Background: an optimization exercise with open tools, aiming at small area. Do not read the settings as production practice. In this exercise RTL edits were held to simulation tests only and were not proved equivalent to the original. Power and IR drop assume default switching activity.

Setup of v6:
==> module ex_add11, before the edit <==
module ex_add11 (input logic [10:0] a, input logic [10:0] b, input logic ci, output logic [10:0] s, output logic co);
    logic [10:0] p0;
    assign p0 = a ^ b;
    logic g_0_0;  assign g_0_0 = ci;
    logic g_1_1, p_1_1;  assign g_1_1 = a[0] & b[0];  assign p_1_1 = p0[0];
    logic g_2_2, p_2_2;  assign g_2_2 = a[1] & b[1];  assign p_2_2 = p0[1];
    logic g_3_3, p_3_3;  assign g_3_3 = a[2] & b[2];  assign p_3_3 = p0[2];
    logic g_4_4, p_4_4;  assign g_4_4 = a[3] & b[3];  assign p_4_4 = p0[3];
    logic g_5_5, p_5_5;  assign g_5_5 = a[4] & b[4];  assign p_5_5 = p0[4];
    logic g_6_6, p_6_6;  assign g_6_6 = a[5] & b[5];  assign p_6_6 = p0[5];
    logic g_7_7, p_7_7;  assign g_7_7 = a[6] & b[6];  assign p_7_7 = p0[6];
    logic g_8_8, p_8_8;  assign g_8_8 = a[7] & b[7];  assign p_8_8 = p0[7];
    logic g_9_9, p_9_9;  assign g_9_9 = a[8] & b[8];  assign p_9_9 = p0[8];
    logic g_10_10, p_10_10;  assign g_10_10 = a[9] & b[9];  assign p_10_10 = p0[9];
    logic g_11_11, p_11_11;  assign g_11_11 = a[10] & b[10];  assign p_11_11 = p0[10];
    logic g_1_0;  assign g_1_0 = g_1_1 | (p_1_1 & g_0_0);
    logic g_2_0;  assign g_2_0 = g_2_2 | (p_2_2 & g_1_0);
    logic g_3_0;  assign g_3_0 = g_3_3 | (p_3_3 & g_2_0);
    logic g_5_4;  assign g_5_4 = g_5_5 | (p_5_5 & g_4_4);
    logic p_5_4;  assign p_5_4 = p_5_5 & p_4_4;
    logic g_7_6;  assign g_7_6 = g_7_7 | (p_7_7 & g_6_6);
    logic p_7_6;  assign p_7_6 = p_7_7 & p_6_6;
    logic g_9_8;  assign g_9_8 = g_9_9 | (p_9_9 & g_8_8);
    logic p_9_8;  assign p_9_8 = p_9_9 & p_8_8;
    logic g_11_10;  assign g_11_10 = g_11_11 | (p_11_11 & g_10_10);
    logic p_11_10;  assign p_11_10 = p_11_11 & p_10_10;
    logic g_6_4;  assign g_6_4 = g_6_6 | (p_6_6 & g_5_4);
    logic p_6_4;  assign p_6_4 = p_6_6 & p_5_4;
    logic g_7_4;  assign g_7_4 = g_7_6 | (p_7_6 & g_5_4);
    logic p_7_4;  assign p_7_4 = p_7_6 & p_5_4;
    logic g_10_8;  assign g_10_8 = g_10_10 | (p_10_10 & g_9_8);
    logic p_10_8;  assign p_10_8 = p_10_10 & p_9_8;
    logic g_11_8;  assign g_11_8 = g_11_10 | (p_11_10 & g_9_8);
    logic p_11_8;  assign p_11_8 = p_11_10 & p_9_8;
    logic g_8_4;  assign g_8_4 = g_8_8 | (p_8_8 & g_7_4);
    logic p_8_4;  assign p_8_4 = p_8_8 & p_7_4;
    logic g_9_4;  assign g_9_4 = g_9_8 | (p_9_8 & g_7_4);
    logic p_9_4;  assign p_9_4 = p_9_8 & p_7_4;
    logic g_10_4;  assign g_10_4 = g_10_8 | (p_10_8 & g_7_4);
    logic p_10_4;  assign p_10_4 = p_10_8 & p_7_4;
    logic g_11_4;  assign g_11_4 = g_11_8 | (p_11_8 & g_7_4);
    logic p_11_4;  assign p_11_4 = p_11_8 & p_7_4;
    logic g_4_0;  assign g_4_0 = g_4_4 | (p_4_4 & g_3_0);
    logic g_5_0;  assign g_5_0 = g_5_4 | (p_5_4 & g_3_0);
    logic g_6_0;  assign g_6_0 = g_6_4 | (p_6_4 & g_3_0);
    logic g_7_0;  assign g_7_0 = g_7_4 | (p_7_4 & g_3_0);
    logic g_8_0;  assign g_8_0 = g_8_4 | (p_8_4 & g_3_0);
    logic g_9_0;  assign g_9_0 = g_9_4 | (p_9_4 & g_3_0);
    logic g_10_0;  assign g_10_0 = g_10_4 | (p_10_4 & g_3_0);
    logic g_11_0;  assign g_11_0 = g_11_4 | (p_11_4 & g_3_0);
    assign s[0] = p0[0] ^ g_0_0;
    assign s[1] = p0[1] ^ g_1_0;
    assign s[2] = p0[2] ^ g_2_0;
    assign s[3] = p0[3] ^ g_3_0;
    assign s[4] = p0[4] ^ g_4_0;
    assign s[5] = p0[5] ^ g_5_0;
    assign s[6] = p0[6] ^ g_6_0;
    assign s[7] = p0[7] ^ g_7_0;
    assign s[8] = p0[8] ^ g_8_0;
    assign s[9] = p0[9] ^ g_9_0;
    assign s[10] = p0[10] ^ g_10_0;
    assign co = g_11_0;
endmodule
==> flow/config.mk <==
export PLATFORM = sky130hd
export DESIGN_NAME = ex_top
export DESIGN_NICKNAME = ex_top
export VERILOG_FILES = /design/flow/design.v
export SDC_FILE = /design/flow/constraint.sdc
export NUM_CORES = 4
export LEC_CHECK = 0
export ABC_AREA = 1
export CAP_MARGIN = 20
export CORE_MARGIN = 2
export CORE_UTILIZATION = 45
export GPL_TIMING_DRIVEN = 0
export SLEW_MARGIN = 20
export BUFFER_PORTS_ARGS = -buffer_cell sky130_fd_sc_hd__buf_1
export REMOVE_ABC_BUFFERS = 1
export ADDER_MAP_FILE =
export RECOVER_POWER = 100
export CTS_ARGS = -sink_clustering_enable -repair_clock_nets -buf_list sky130_fd_sc_hd__clkbuf_8 -dont_use_dummy_load -sink_clustering_size 25 -sink_clustering_max_diameter 80
==> flow/constraint.sdc <==
create_clock -name core_clock -period 7.0 [get_ports {clk}]
set_input_delay 1.4000 -clock core_clock [delete_from_list [all_inputs] [get_ports {clk}]]
set_output_delay 1.4000 -clock core_clock [all_outputs]
set_load 0.01 [all_outputs]
standard.sh (not shown) runs the stock make flow with config.mk's settings and CLKGATE_MAP_FILE= SYNTH_SCRIPT=/design/flow/synth_recipe.tcl, a recipe that flattens the netlist after the stock synthesis.
==> flow/flow/run.sh <==
#!/bin/bash
# The standard layout (standard.sh) with settings that save area:
# - synthesis maps with abc_area.script (resynthesis, delay-oriented mapping, then
#   area-only standard-cell mapping with mux matching) instead of ORFS's area
#   script; everything else in the ORFS scripts is unchanged,
# - no full/half adder cells extracted before ABC (ADDER_MAP_FILE empty), so
#   ABC maps the adders' gates with the rest of the logic,
# - port buffers from the smallest buffer cell,
# - synthesis buffers removed at floorplan, non-critical gates downsized after
#   global routing,
# - clock tree from clkbuf_8 without dummy loads.
set -euo pipefail
rm -rf scripts_abc
cp -r "$FLOW_HOME/scripts" scripts_abc
cp flow/abc_area.script scripts_abc/abc_area.script
cat >> "$FLOW_CONFIG" <<'EOC'
export BUFFER_PORTS_ARGS = -buffer_cell sky130_fd_sc_hd__buf_1
export REMOVE_ABC_BUFFERS = 1
export ADDER_MAP_FILE =
export RECOVER_POWER = 100
export CTS_ARGS = -sink_clustering_enable -repair_clock_nets -buf_list sky130_fd_sc_hd__clkbuf_8 -dont_use_dummy_load -sink_clustering_size 25 -sink_clustering_max_diameter 80
EOC
SCRIPTS_DIR="$PWD/scripts_abc" bash standard.sh > standard.log 2>&1
==> flow/flow/abc_area.script <==
strash
&get -n
&synch2
&nf -p
&put
strash
dch
amap -m -F 2
buffer -c
topo
stime -c
upsize -c
dnsize -c
diff inputs: v6 => v7
--- a/flow/design.v
+++ b/flow/design.v
@@ -289,44 +289,34 @@
     logic g_8_8, p_8_8;  assign g_8_8 = a[7] & b[7];  assign p_8_8 = p0[7];
     logic g_9_9, p_9_9;  assign g_9_9 = a[8] & b[8];  assign p_9_9 = p0[8];
     logic g_10_10, p_10_10;  assign g_10_10 = a[9] & b[9];  assign p_10_10 = p0[9];
     logic g_11_11, p_11_11;  assign g_11_11 = a[10] & b[10];  assign p_11_11 = p0[10];
     logic g_1_0;  assign g_1_0 = g_1_1 | (p_1_1 & g_0_0);
-    logic g_2_0;  assign g_2_0 = g_2_2 | (p_2_2 & g_1_0);
-    logic g_3_0;  assign g_3_0 = g_3_3 | (p_3_3 & g_2_0);
+    logic g_3_2;  assign g_3_2 = g_3_3 | (p_3_3 & g_2_2);
+    logic p_3_2;  assign p_3_2 = p_3_3 & p_2_2;
     logic g_5_4;  assign g_5_4 = g_5_5 | (p_5_5 & g_4_4);
     logic p_5_4;  assign p_5_4 = p_5_5 & p_4_4;
     logic g_7_6;  assign g_7_6 = g_7_7 | (p_7_7 & g_6_6);
     logic p_7_6;  assign p_7_6 = p_7_7 & p_6_6;
     logic g_9_8;  assign g_9_8 = g_9_9 | (p_9_9 & g_8_8);
     logic p_9_8;  assign p_9_8 = p_9_9 & p_8_8;
     logic g_11_10;  assign g_11_10 = g_11_11 | (p_11_11 & g_10_10);
     logic p_11_10;  assign p_11_10 = p_11_11 & p_10_10;
-    logic g_6_4;  assign g_6_4 = g_6_6 | (p_6_6 & g_5_4);
-    logic p_6_4;  assign p_6_4 = p_6_6 & p_5_4;
+    logic g_3_0;  assign g_3_0 = g_3_2 | (p_3_2 & g_1_0);
     logic g_7_4;  assign g_7_4 = g_7_6 | (p_7_6 & g_5_4);
     logic p_7_4;  assign p_7_4 = p_7_6 & p_5_4;
-    logic g_10_8;  assign g_10_8 = g_10_10 | (p_10_10 & g_9_8);
-    logic p_10_8;  assign p_10_8 = p_10_10 & p_9_8;
     logic g_11_8;  assign g_11_8 = g_11_10 | (p_11_10 & g_9_8);
     logic p_11_8;  assign p_11_8 = p_11_10 & p_9_8;
-    logic g_8_4;  assign g_8_4 = g_8_8 | (p_8_8 & g_7_4);
-    logic p_8_4;  assign p_8_4 = p_8_8 & p_7_4;
-    logic g_9_4;  assign g_9_4 = g_9_8 | (p_9_8 & g_7_4);
-    logic p_9_4;  assign p_9_4 = p_9_8 & p_7_4;
-    logic g_10_4;  assign g_10_4 = g_10_8 | (p_10_8 & g_7_4);
-    logic p_10_4;  assign p_10_4 = p_10_8 & p_7_4;
-    logic g_11_4;  assign g_11_4 = g_11_8 | (p_11_8 & g_7_4);
-    logic p_11_4;  assign p_11_4 = p_11_8 & p_7_4;
-    logic g_4_0;  assign g_4_0 = g_4_4 | (p_4_4 & g_3_0);
-    logic g_5_0;  assign g_5_0 = g_5_4 | (p_5_4 & g_3_0);
-    logic g_6_0;  assign g_6_0 = g_6_4 | (p_6_4 & g_3_0);
     logic g_7_0;  assign g_7_0 = g_7_4 | (p_7_4 & g_3_0);
-    logic g_8_0;  assign g_8_0 = g_8_4 | (p_8_4 & g_3_0);
-    logic g_9_0;  assign g_9_0 = g_9_4 | (p_9_4 & g_3_0);
-    logic g_10_0;  assign g_10_0 = g_10_4 | (p_10_4 & g_3_0);
-    logic g_11_0;  assign g_11_0 = g_11_4 | (p_11_4 & g_3_0);
+    logic g_11_0;  assign g_11_0 = g_11_8 | (p_11_8 & g_7_0);
+    logic g_5_0;  assign g_5_0 = g_5_4 | (p_5_4 & g_3_0);
+    logic g_9_0;  assign g_9_0 = g_9_8 | (p_9_8 & g_7_0);
+    logic g_2_0;  assign g_2_0 = g_2_2 | (p_2_2 & g_1_0);
+    logic g_4_0;  assign g_4_0 = g_4_4 | (p_4_4 & g_3_0);
+    logic g_6_0;  assign g_6_0 = g_6_6 | (p_6_6 & g_5_0);
+    logic g_8_0;  assign g_8_0 = g_8_8 | (p_8_8 & g_7_0);
+    logic g_10_0;  assign g_10_0 = g_10_10 | (p_10_10 & g_9_0);
     assign s[0] = p0[0] ^ g_0_0;
     assign s[1] = p0[1] ^ g_1_0;
     assign s[2] = p0[2] ^ g_2_0;
     assign s[3] = p0[3] ^ g_3_0;
     assign s[4] = p0[4] ^ g_4_0;
In the tables for v7 and v6, data arrival at the endpoint of the critical path reads higher with v6. Hold slack: v7 better than v6. Compare v7 and v6 | sequential fraction of design power lower: v7. Any difference in total power between v7 and v6 is small enough to ignore. Total vias in the final route was higher in the run labelled v6. On synthesized cell area, v7 and v6 are basically level. For v7, the termination of the worst setup path was result[31], unlike v6, where it was result[30]. For the starting DRC count in detailed routing, v7 came in 75 higher than v6 did. Count of buffers added by post-CTS timing repair for setup ended up 2 higher on v7 than on v6.

static timing again, ports no longer ideal:
No port has a modelled driver above. Below, the same layouts with a new extraction and two added sets of constraints.
Step 1: set_driving_cell puts a clkbuf_16 on clk and a buf_2 on each other input, an assumption about the parent block.
Step 2, shift: input delay + t, output delay - t, t = (earliest + latest rising clock arrival at the registers) / 2. This alone moves slack from input paths to output paths.
Slacks: no drivers / after step 1 / after step 2; pairs: no drivers / after step 1.
| run | shift t [ns] | setup slack, ns | worst hold slack (ns) | clock arrival spread, ns | pins driven straight from the clock port |
|---|---|---|---|---|---|
| v6 | 0.427 | 0.232 / 0.250 / -0.177 | 1.154 / 1.139 / 1.566 | 0.023 / 0.023 | 1 |
| v7 | 0.414 | 0.247 / 0.263 / -0.151 | 1.163 / 1.144 / 1.558 | 0.017 / 0.016 | 1 |
With both steps, setup timing fails in v6 and v7, where it was met with ideal ports. For v6, which loses most, drivers alone change the setup slack by +0.018 ns; drivers and shift together by -0.409 ns.
